Background: an optimization exercise with open tools, aiming at small area, a short achievable clock period and few clock cycles. Do not read the settings as production practice. Function was checked by simulation only, so behaviour that the tests miss may differ from the original. Power figures rest on the tool's default switching activity, not on a simulated workload.

==> flow/design.v <==
package mulPkg;
	localparam int OperandWidth = 32;
	localparam int ProductWidth = 2 * OperandWidth;
	localparam int DefaultRowsPerStage = 8;
	typedef logic [OperandWidth-1:0] operandT;
	typedef struct packed {
		logic valid;
		operandT a;
		operandT b;
	} mulReqT;
	typedef struct packed {
		operandT hi;
		operandT lo;
	} productHalvesT;
	typedef union packed {
		logic [ProductWidth-1:0] full;
		productHalvesT half;
	} productT;
	typedef struct packed {
		logic valid;
		productT product;
	} mulRspT;
endpackage
package apbPkg;
	localparam int AddrWidth = 8;
	localparam int DataWidth = 32;
	typedef struct packed {
		logic psel;
		logic penable;
		logic pwrite;
		logic [AddrWidth-1:0] paddr;
		logic [DataWidth-1:0] pwdata;
	} apbReqT;
	typedef struct packed {
		logic [DataWidth-1:0] prdata;
		logic pready;
		logic pslverr;
	} apbRspT;
	localparam logic [AddrWidth-1:0] AddrOpA = 8'h00;
	localparam logic [AddrWidth-1:0] AddrOpB = 8'h04;
	localparam logic [AddrWidth-1:0] AddrCtrl = 8'h08;
	localparam logic [AddrWidth-1:0] AddrStatus = 8'h0C;
	localparam logic [AddrWidth-1:0] AddrResLo = 8'h10;
	localparam logic [AddrWidth-1:0] AddrResHi = 8'h14;
	localparam int CtrlStartBit = 0;
	localparam int StatusBusyBit = 0;
	localparam int StatusDoneBit = 1;
endpackage
`timescale 1ns/1ps
module prefixAdder #(
	parameter int Width = mulPkg::OperandWidth
) (
	input logic [Width-1:0] a,
	input logic [Width-1:0] b,
	output logic [Width-1:0] sum,
	output logic cout
);
	localparam int Levels = $clog2(Width);
	logic [Width-1:0] genBits;
	logic [Width-1:0] propBits;
	assign genBits = a & b;
	assign propBits = a ^ b;
	for (genvar lvl = 0; lvl < Levels; lvl++) begin : genLevel
		localparam int Span = 1 << lvl;
		logic [Width-1:0] gIn;
		logic [Width-1:0] pIn;
		logic [Width-1:0] gOut;
		if (lvl == 0) begin : genLeaf
			assign gIn = genBits;
			assign pIn = propBits;
		end else begin : genNode
			assign pIn = genLevel[lvl-1].pIn & (genLevel[lvl-1].pIn << (Span / 2));
			assign gIn = genLevel[lvl-1].gOut;
		end
		assign gOut = gIn | (pIn & (gIn << Span));
	end
	assign sum = propBits ^ {genLevel[Levels-1].gOut[Width-2:0], 1'b0};
	assign cout = genLevel[Levels-1].gOut[Width-1];
endmodule
`timescale 1ns/1ps
module mulRow #(
	parameter int Width = mulPkg::OperandWidth
) (
	input logic [Width-1:0] acc,
	input logic accCarry,
	input logic [Width-1:0] a,
	input logic bBit,
	output logic [Width-1:0] sum,
	output logic cout,
	output logic productBit
);
	logic [Width-1:0] partial;
	logic [Width-1:0] shifted;
	assign partial = a & {Width{bBit}};
	assign shifted = {accCarry, acc[Width-1:1]};
	assign productBit = acc[0];
	prefixAdder #(
		.Width(Width)
	) prefixAdder_i (
		.a(shifted),
		.b(partial),
		.sum(sum),
		.cout(cout)
	);
endmodule
`timescale 1ns/1ps
module mulArray #(
	parameter int Width = mulPkg::OperandWidth,
	parameter int RowsPerStage = mulPkg::DefaultRowsPerStage
) (
	input logic clk,
	input logic arstN,
	input mulPkg::mulReqT req,
	output mulPkg::mulRspT rsp
);
	logic inValid;
	logic [Width-1:0] inA;
	logic [Width-1:0] inB;
	logic outValid;
	logic [2*Width-1:0] outProduct;
	always_ff @(posedge clk or negedge arstN) begin
		if (!arstN) begin
			inValid <= 1'b0;
		end else begin
			inValid <= req.valid;
		end
	end
	always_ff @(posedge clk) begin
		if (req.valid) begin
			inA <= req.a[Width-1:0];
			inB <= req.b[Width-1:0];
		end
	end
	for (genvar k = 0; k < Width; k++) begin : genRow
		logic [Width-1:0] sumD;
		logic carryD;
		logic [Width-2:0] lowD;
		logic validD;
		logic [Width-1:0] aQ;
		logic [Width-1:0] bQ;
		if (k == 0) begin : genFirst
			assign aQ = inA;
			assign bQ = inB;
			assign sumD = aQ & {Width{bQ[0]}};
			assign carryD = 1'b0;
			assign lowD = '0;
			assign validD = inValid;
		end else begin : genChain
			logic [Width-1:0] sumQ;
			logic carryQ;
			logic [Width-2:0] lowQ;
			logic productBit;
			if (k > 1 && (k - 1) % RowsPerStage == 0) begin : genStageReg
				always_ff @(posedge clk or negedge arstN) begin
					if (!arstN) begin
						validD <= 1'b0;
					end else begin
						validD <= genRow[k-1].validD;
					end
				end
				always_ff @(posedge clk) begin
					if (genRow[k-1].validD) begin
						sumQ <= genRow[k-1].sumD;
						carryQ <= genRow[k-1].carryD;
						lowQ <= genRow[k-1].lowD;
						aQ <= genRow[k-1].aQ;
						bQ <= genRow[k-1].bQ >> 1;
					end
				end
			end else begin : genStageWire
				assign validD = genRow[k-1].validD;
				assign sumQ = genRow[k-1].sumD;
				assign carryQ = genRow[k-1].carryD;
				assign lowQ = genRow[k-1].lowD;
				assign aQ = genRow[k-1].aQ;
				assign bQ = genRow[k-1].bQ >> 1;
			end
			mulRow #(
				.Width(Width)
			) mulRow_i (
				.acc(sumQ),
				.accCarry(carryQ),
				.a(aQ),
				.bBit(bQ[0]),
				.sum(sumD),
				.cout(carryD),
				.productBit(productBit)
			);
			assign lowD = {productBit, lowQ[Width-2:1]};
		end
	end
	always_ff @(posedge clk or negedge arstN) begin
		if (!arstN) begin
			outValid <= 1'b0;
		end else begin
			outValid <= genRow[Width-1].validD;
		end
	end
	always_ff @(posedge clk) begin
		if (genRow[Width-1].validD) begin
			outProduct <= {genRow[Width-1].carryD, genRow[Width-1].sumD, genRow[Width-1].lowD};
		end
	end
	always_comb begin
		rsp.valid = outValid;
		rsp.product.full = mulPkg::ProductWidth'(outProduct);
	end
endmodule
`timescale 1ns/1ps
module mulApbRegs (
	input logic clk,
	input logic arstN,
	input apbPkg::apbReqT apbReq,
	output apbPkg::apbRspT apbRsp,
	output mulPkg::mulReqT mulReq,
	input mulPkg::mulRspT mulRsp
);
	mulPkg::operandT opA;
	mulPkg::operandT opB;
	mulPkg::productT result;
	logic busy;
	logic done;
	logic access;
	logic wrAccess;
	logic rdAccess;
	logic mapped;
	logic startReq;
	logic startOk;
	logic [apbPkg::DataWidth-1:0] readWord;
	assign access = apbReq.psel & apbReq.penable;
	assign wrAccess = access & apbReq.pwrite;
	assign rdAccess = access & ~apbReq.pwrite;
	assign startReq = wrAccess && (apbReq.paddr == apbPkg::AddrCtrl) && apbReq.pwdata[apbPkg::CtrlStartBit];
	assign startOk = startReq & ~busy;
	always_comb begin
		mapped = 1'b1;
		readWord = '0;
		case (apbReq.paddr)
			apbPkg::AddrOpA: begin
				readWord = opA;
			end
			apbPkg::AddrOpB: begin
				readWord = opB;
			end
			apbPkg::AddrCtrl: begin
				readWord = '0;
			end
			apbPkg::AddrStatus: begin
				readWord[apbPkg::StatusBusyBit] = busy;
				readWord[apbPkg::StatusDoneBit] = done;
			end
			apbPkg::AddrResLo: begin
				readWord = result.half.lo;
			end
			apbPkg::AddrResHi: begin
				readWord = result.half.hi;
			end
			default: begin
				mapped = 1'b0;
			end
		endcase
	end
	always_comb begin
		apbRsp.prdata = rdAccess ? readWord : '0;
		apbRsp.pready = 1'b1;
		apbRsp.pslverr = access & (~mapped | (startReq & busy));
	end
	always_ff @(posedge clk or negedge arstN) begin
		if (!arstN) begin
			opA <= '0;
			opB <= '0;
		end else if (wrAccess) begin
			if (apbReq.paddr == apbPkg::AddrOpA) begin
				opA <= apbReq.pwdata;
			end
			if (apbReq.paddr == apbPkg::AddrOpB) begin
				opB <= apbReq.pwdata;
			end
		end
	end
	always_ff @(posedge clk or negedge arstN) begin
		if (!arstN) begin
			busy <= 1'b0;
			done <= 1'b0;
		end else if (startOk) begin
			busy <= 1'b1;
			done <= 1'b0;
		end else if (mulRsp.valid) begin
			busy <= 1'b0;
			done <= 1'b1;
		end
	end
	always_ff @(posedge clk or negedge arstN) begin
		if (!arstN) begin
			result <= '0;
		end else if (mulRsp.valid) begin
			result <= mulRsp.product;
		end
	end
	always_comb begin
		mulReq.valid = startOk;
		mulReq.a = opA;
		mulReq.b = opB;
	end
endmodule
`timescale 1ns/1ps
module mulApbTop (
	input logic clk,
	input logic arstN,
	input apbPkg::apbReqT apbReq,
	output apbPkg::apbRspT apbRsp
);
	mulPkg::mulReqT mulReq;
	mulPkg::mulRspT mulRsp;
	mulApbRegs mulApbRegs_i (
		.clk(clk),
		.arstN(arstN),
		.apbReq(apbReq),
		.apbRsp(apbRsp),
		.mulReq(mulReq),
		.mulRsp(mulRsp)
	);
	mulArray #(
		.Width(mulPkg::OperandWidth),
		.RowsPerStage(mulPkg::DefaultRowsPerStage)
	) mulArray_i (
		.clk(clk),
		.arstN(arstN),
		.req(mulReq),
		.rsp(mulRsp)
	);
endmodule
`timescale 1ns/1ps
module mulApbChip (
	input logic clk,
	input logic arstN,
	input logic psel,
	input logic penable,
	input logic pwrite,
	input logic [7:0] paddr,
	input logic [31:0] pwdata,
	output logic [31:0] prdata,
	output logic pready,
	output logic pslverr
);
	apbPkg::apbReqT apbReq;
	apbPkg::apbRspT apbRsp;
	assign apbReq.psel = psel;
	assign apbReq.penable = penable;
	assign apbReq.pwrite = pwrite;
	assign apbReq.paddr = paddr;
	assign apbReq.pwdata = pwdata;
	assign prdata = apbRsp.prdata;
	assign pready = apbRsp.pready;
	assign pslverr = apbRsp.pslverr;
	mulApbTop mulApbTop_i (
		.clk(clk),
		.arstN(arstN),
		.apbReq(apbReq),
		.apbRsp(apbRsp)
	);
endmodule
==> flow/run.sh <==
#!/bin/bash
# synth_recipe.tcl (not shown) runs the flow's synth.tcl, then flattens the netlist and writes it again
# the make line also repeats each setting of config.mk as NAME=value (left out here)
make -C /OpenROAD-flow-scripts/flow DESIGN_CONFIG=/design/flow/config.mk WORK_HOME=/design/flow/orfs CLKGATE_MAP_FILE= SYNTH_SCRIPT=/design/flow/synth_recipe.tcl finish
==> flow/config.mk <==
export PLATFORM = sky130hd
export DESIGN_NAME = mulApbChip
export DESIGN_NICKNAME = mulApbChip
export VERILOG_FILES = /design/flow/design.v
export SDC_FILE = /design/flow/constraint.sdc
export NUM_CORES = 4
export LEC_CHECK = 0
export CAP_MARGIN = 20
export CORE_MARGIN = 2
export CORE_UTILIZATION = 40
export SLEW_MARGIN = 20
==> flow/constraint.sdc <==
create_clock -name core_clock -period 13.0 [get_ports {clk}]
set_input_delay 2.6000 -clock core_clock [delete_from_list [all_inputs] [get_ports {clk}]]
set_output_delay 2.6000 -clock core_clock [all_outputs]
set_load 0.01 [all_outputs]
==> qor.csv <==
stage,metric,value,unit
setup_path,cp-start-kind,flip-flop,
setup_path,critical_path_arrival,12.72,ns
setup_path,cp_slowest_cell,edfxtp_1,
pwr,ir_drop,0.1025,mV
synth,synth-xor-area-share,0.1023,
route,drt_iter0_markers,3298,
synth,ys_async_sr_fraction,0.2450,
route,vias_per_cell,5.635,
timing,max_freq,0.08113,GHz
setup_path,required,13.40,ns
pwr,powerDensity,46.78,mW/mm²
setup_path,crit_fanout,31,
setup_path,r2r-start,mulApbTop_i.mulArray_i.genRow[9].bQ[0]$_DFFE_PP_,
finish,layout.nets,9722,
floorplanning,coreArea,0.1788,mm²
place,gp_congestion,0.8946,
floorplanning,die_h,428.5,µm
synth,ys_warn_count,2,
synth,synth-main-ff-cell,edfxtp_1,
place,portBuffers,77,
setup_path,end_kind,flip-flop,
global_routing,grt_max_degree,81,
setup_path,max_stage_delay,0.41,ns
finish,utilization,0.4485,
place,dp.cells,10880,
timing,setup_viol,0,
clock_network,clock_latency,0.69,ns
floorplanning,initial_core_util,0.4031,
synth,synth_top_family_by_area,compound AO/OA/AOI/OAI gates,
route,ant_nets,0,
route,vias,62350,
timing,period_share,0.9482,
clock_network,cts_max_path_buffers,3,
setup_path,crit_type,reg -> reg,
route,post-route-drc-count,0,
global_routing,grt_pass1_wl,306.8,mm
timing,setup_slack,0.6737,ns
global_routing,grt_overflow_total,0,
flow_run,drv_cap,0,
synth,synth_fa_ha_area_frac,0.1807,
place,dp_slack,-0.1694,ns
clock_network,numCtsBuffers,60,
timing,rsz0062_at_grt,yes,
floorplanning,ios,79,
setup_path,crit_path_start,mulApbTop_i.mulArray_i.genRow[9].bQ[0]$_DFFE_PP_,
global_routing,grt_pass1_vias,60530,
finish,area_delta_synth_final,11.27,%
global_routing,grt_usage,0.1969,
finish,drive_gt1_frac,0.09258,
outcome,status,finished clean,
synth,muxShareOfSynthArea,0.02056,
route,routedWlPerCell,17.01,µm
setup_path,crit_top_cell,a21o_1,
synth,syn_area,0.07207,mm²
synth,ys_ff_latch,551,
global_routing,antenna_found_initial,7,
timing,drv_slew,0,
synth,synth-seq-area-share,0.2202,
synth,synth_nets,9537,
synth,avgSynthCellArea,8.509,µm²
route,routed_wl,188.2,mm
finish,final_cell_count_no_fill,11060,
pwr,power_leakage,0.03697,µW
finish,layout_common_cells,"and2_1, ha_1, a21oi_1",
place,dp_hpwl,150.3,mm
synth,synth.distinct_cells,101,
timing,min_period,12.33,ns
floorplanning,die_area,0.1836,mm²
clock_network,clkSinkCount,551,
timing,clock_skew,0.06578,ns
synth,synth_edf_count,416,
route,drtPass1Iterations,5,
clock_network,clock-root-buffer,clkbuf_16,
clock_network,cts.reportedPaths.clkPinSlew,0.06,ns
clock_network,htreeDepth,2,
timing,hold_viol_final,0,
timing,slew_headroom,0.3451,
timing,worst_slew_pin_slew,0.9823,ns
floorplanning,num_rows,155,
finish,mostFrequentLayoutCell,and2_1,
finish,fill_cells,17720,
clock_network,cts_tree,built,
synth,synth_compound_area_frac,0.2473,
synth,synthSimpleGateAreaFrac,0.2023,
min_path,hp-class,reg -> reg,
floorplanning,die_w,428.5,µm
synth,syn_inst,8470,
## Yosys cell counts, types with 120 or more instances
cell / number / area (µm²)
ha_1: 991 / 12400
clkbuf_1: 213 / 799.5
edfxtp_1: 416 / 12490
nor2b_1: 139 / 869.6
a21o_1: 519 / 3896
and2_1: 1042 / 6519
nand3_1: 166 / 830.8
xor2_1: 242 / 2120
nor2_1: 492 / 1847
mux2_2: 128 / 1441
o21a_1: 141 / 1059
xnor2_1: 600 / 5255
inv_1: 282 / 1059
o21ai_0: 395 / 1977
o21bai_1: 120 / 900.9
dfrtp_1: 135 / 3378
a21oi_1: 811 / 4059
nand2_1: 382 / 1434
## layer usage
metal  routed length, µm  GRT usage  vias up
li1                    -          -    31480
met1               84750     0.2492    29730
met2               93820     0.3614      903
met3                5772    0.01669      242
met4                3907    0.04234        0
met5                   0          0        -
## registers in the layout, indices dropped and copies added, names as in the netlist, 32 cells and up
name and flops:
mulApbTop_i.mulArray_i.genRow.genChain.lowQ 48, mulApbTop_i.mulArray_i.genRow.genChain.sumQ 96, mulApbTop_i.mulApbRegs_i.opB 32, mulApbTop_i.mulArray_i.outProduct 64, mulApbTop_i.mulArray_i.genRow.aQ 96, mulApbTop_i.mulArray_i.genRow.bQ 45
mulApbTop_i.mulApbRegs_i.result 64, mulApbTop_i.mulArray_i.inA 32, mulApbTop_i.mulArray_i.inB 32, mulApbTop_i.mulApbRegs_i.opA 32
## cell families (layout without fill, tap and decap cells)
group	after synthesis	after routing
and+or+nand+nor	2712	2712
AOI/OAI and AO/OA	2703	2703
adders and majority gates	1022	1022
xor gates and xnor gates	842	842
DFF	551	551
buffers and inverters	507	743
muxes	132	132
other	1	4
## path summary, 6_finish.rpt
check | end | slack (ns) | cells past startpoint
worst max register to register | mulApbTop_i.mulArray_i.genRow[17].genChain.carryQ$_DFFE_PP_ | 0.67 | 67
worst min register to register | mulApbTop_i.mulArray_i.outProduct[19]$_DFFE_PP_ | 0.39 | 0
worst min-delay path | mulApbTop_i.mulArray_i.outProduct[19]$_DFFE_PP_ | 0.39 | 0
min in group asynchronous | mulApbTop_i.mulApbRegs_i.opA[20]$_DFFE_PN0P_ | 1.88 | 1
worst max-delay path | mulApbTop_i.mulArray_i.genRow[17].genChain.carryQ$_DFFE_PP_ | 0.67 | 67
max in group asynchronous | mulApbTop_i.mulArray_i.inValid$_DFF_PN0_ | 9.89 | 2
## final cells by class
cell class | instances | area, µm² | area share
clock inverter | 42 | 585.6 | 0.007302
tap | 2355 | 2947 | 0.03675
sequential | 551 | 15880 | 0.1981
multi-input combinational | 7412 | 55310 | 0.6898
inverter | 282 | 1059 | 0.01320
timing repair buffer | 348 | 2833 | 0.03533
clock buffer | 71 | 1563 | 0.01949
antenna | 3 | 7.507 | 0.00009362
## what timing repair did
action	4_1_cts	5_1_grt
endpoints found under the setup margin	5	38
pin swaps	0	73
hold buffers	0	0
gates resized for setup	2	262
setup buffers	2	68
## power breakdown
group | leakage, µW | total, µW | internal [µW] | switching [µW]
combinational | 0.0302 | 32.6 | 15.1 | 17.4
clock | 0.00104 | 1840 | 1070 | 764
sequential | 0.00572 | 1880 | 1880 | 4.14
## critical path: cells and delay by family, from the launching register on
| kind | cells | cell delay (ns) |
|---|---|---|
| compound gates | 34 | 6.04 |
| fa+ha+maj | 8 | 2.73 |
| simple gates | 15 | 1.50 |
| flops | 1 | 0.41 |
| xor+xnor | 7 | 0.89 |
| buf+inv | 3 | 0.48 |
## through the flow
| step | total power, µW | cell area, µm² | hold WS, ns | TNS (ns) |
|---|---|---|---|---|
| after floorplan | 1919 | 72070 | 0.4003 | 0 |
| after global placement | 1949 | 76460 | 0.4004 | -0.03158 |
| after detailed placement | 1950 | 76460 | 0.4045 | -0.2888 |
| after CTS | 3797 | 78630 | 0.3757 | 0 |
| after global routing | 3867 | 80180 | 0.4039 | -0.5871 |
| final | 3751 | 80190 | 0.3860 | 0 |
Testbench counts, summed over its fixed seeds: cycles 19,200.

==> what the ideal ports hide <==
In the flow no input, the clock included, has a driving cell. The finished layout below was timed again as built, in two steps.
Step 1 (the two cells are an assumption about what drives the block):
set clk [get_ports {clk}]
set_driving_cell -lib_cell sky130_fd_sc_hd__clkbuf_16 $clk
set_driving_cell -lib_cell sky130_fd_sc_hd__buf_2 [delete_from_list [all_inputs] $clk]
Step 2 also shifts input and output timing later by t, the mid clock arrival at the registers, as if the neighbouring blocks saw the same clock.
a / b / c = ideal ports / drivers / drivers and shift; a / b = the first two.
t, ns: 0.738
slack for setup (ns): 0.674 / 0.674 / 0.674
latest minus earliest clock arrival (ns): 0.072 / 0.072
After both steps setup and hold are still met in this run. For this run, drivers alone change the setup slack by 0.000 ns; drivers and shift together by 0.000 ns.
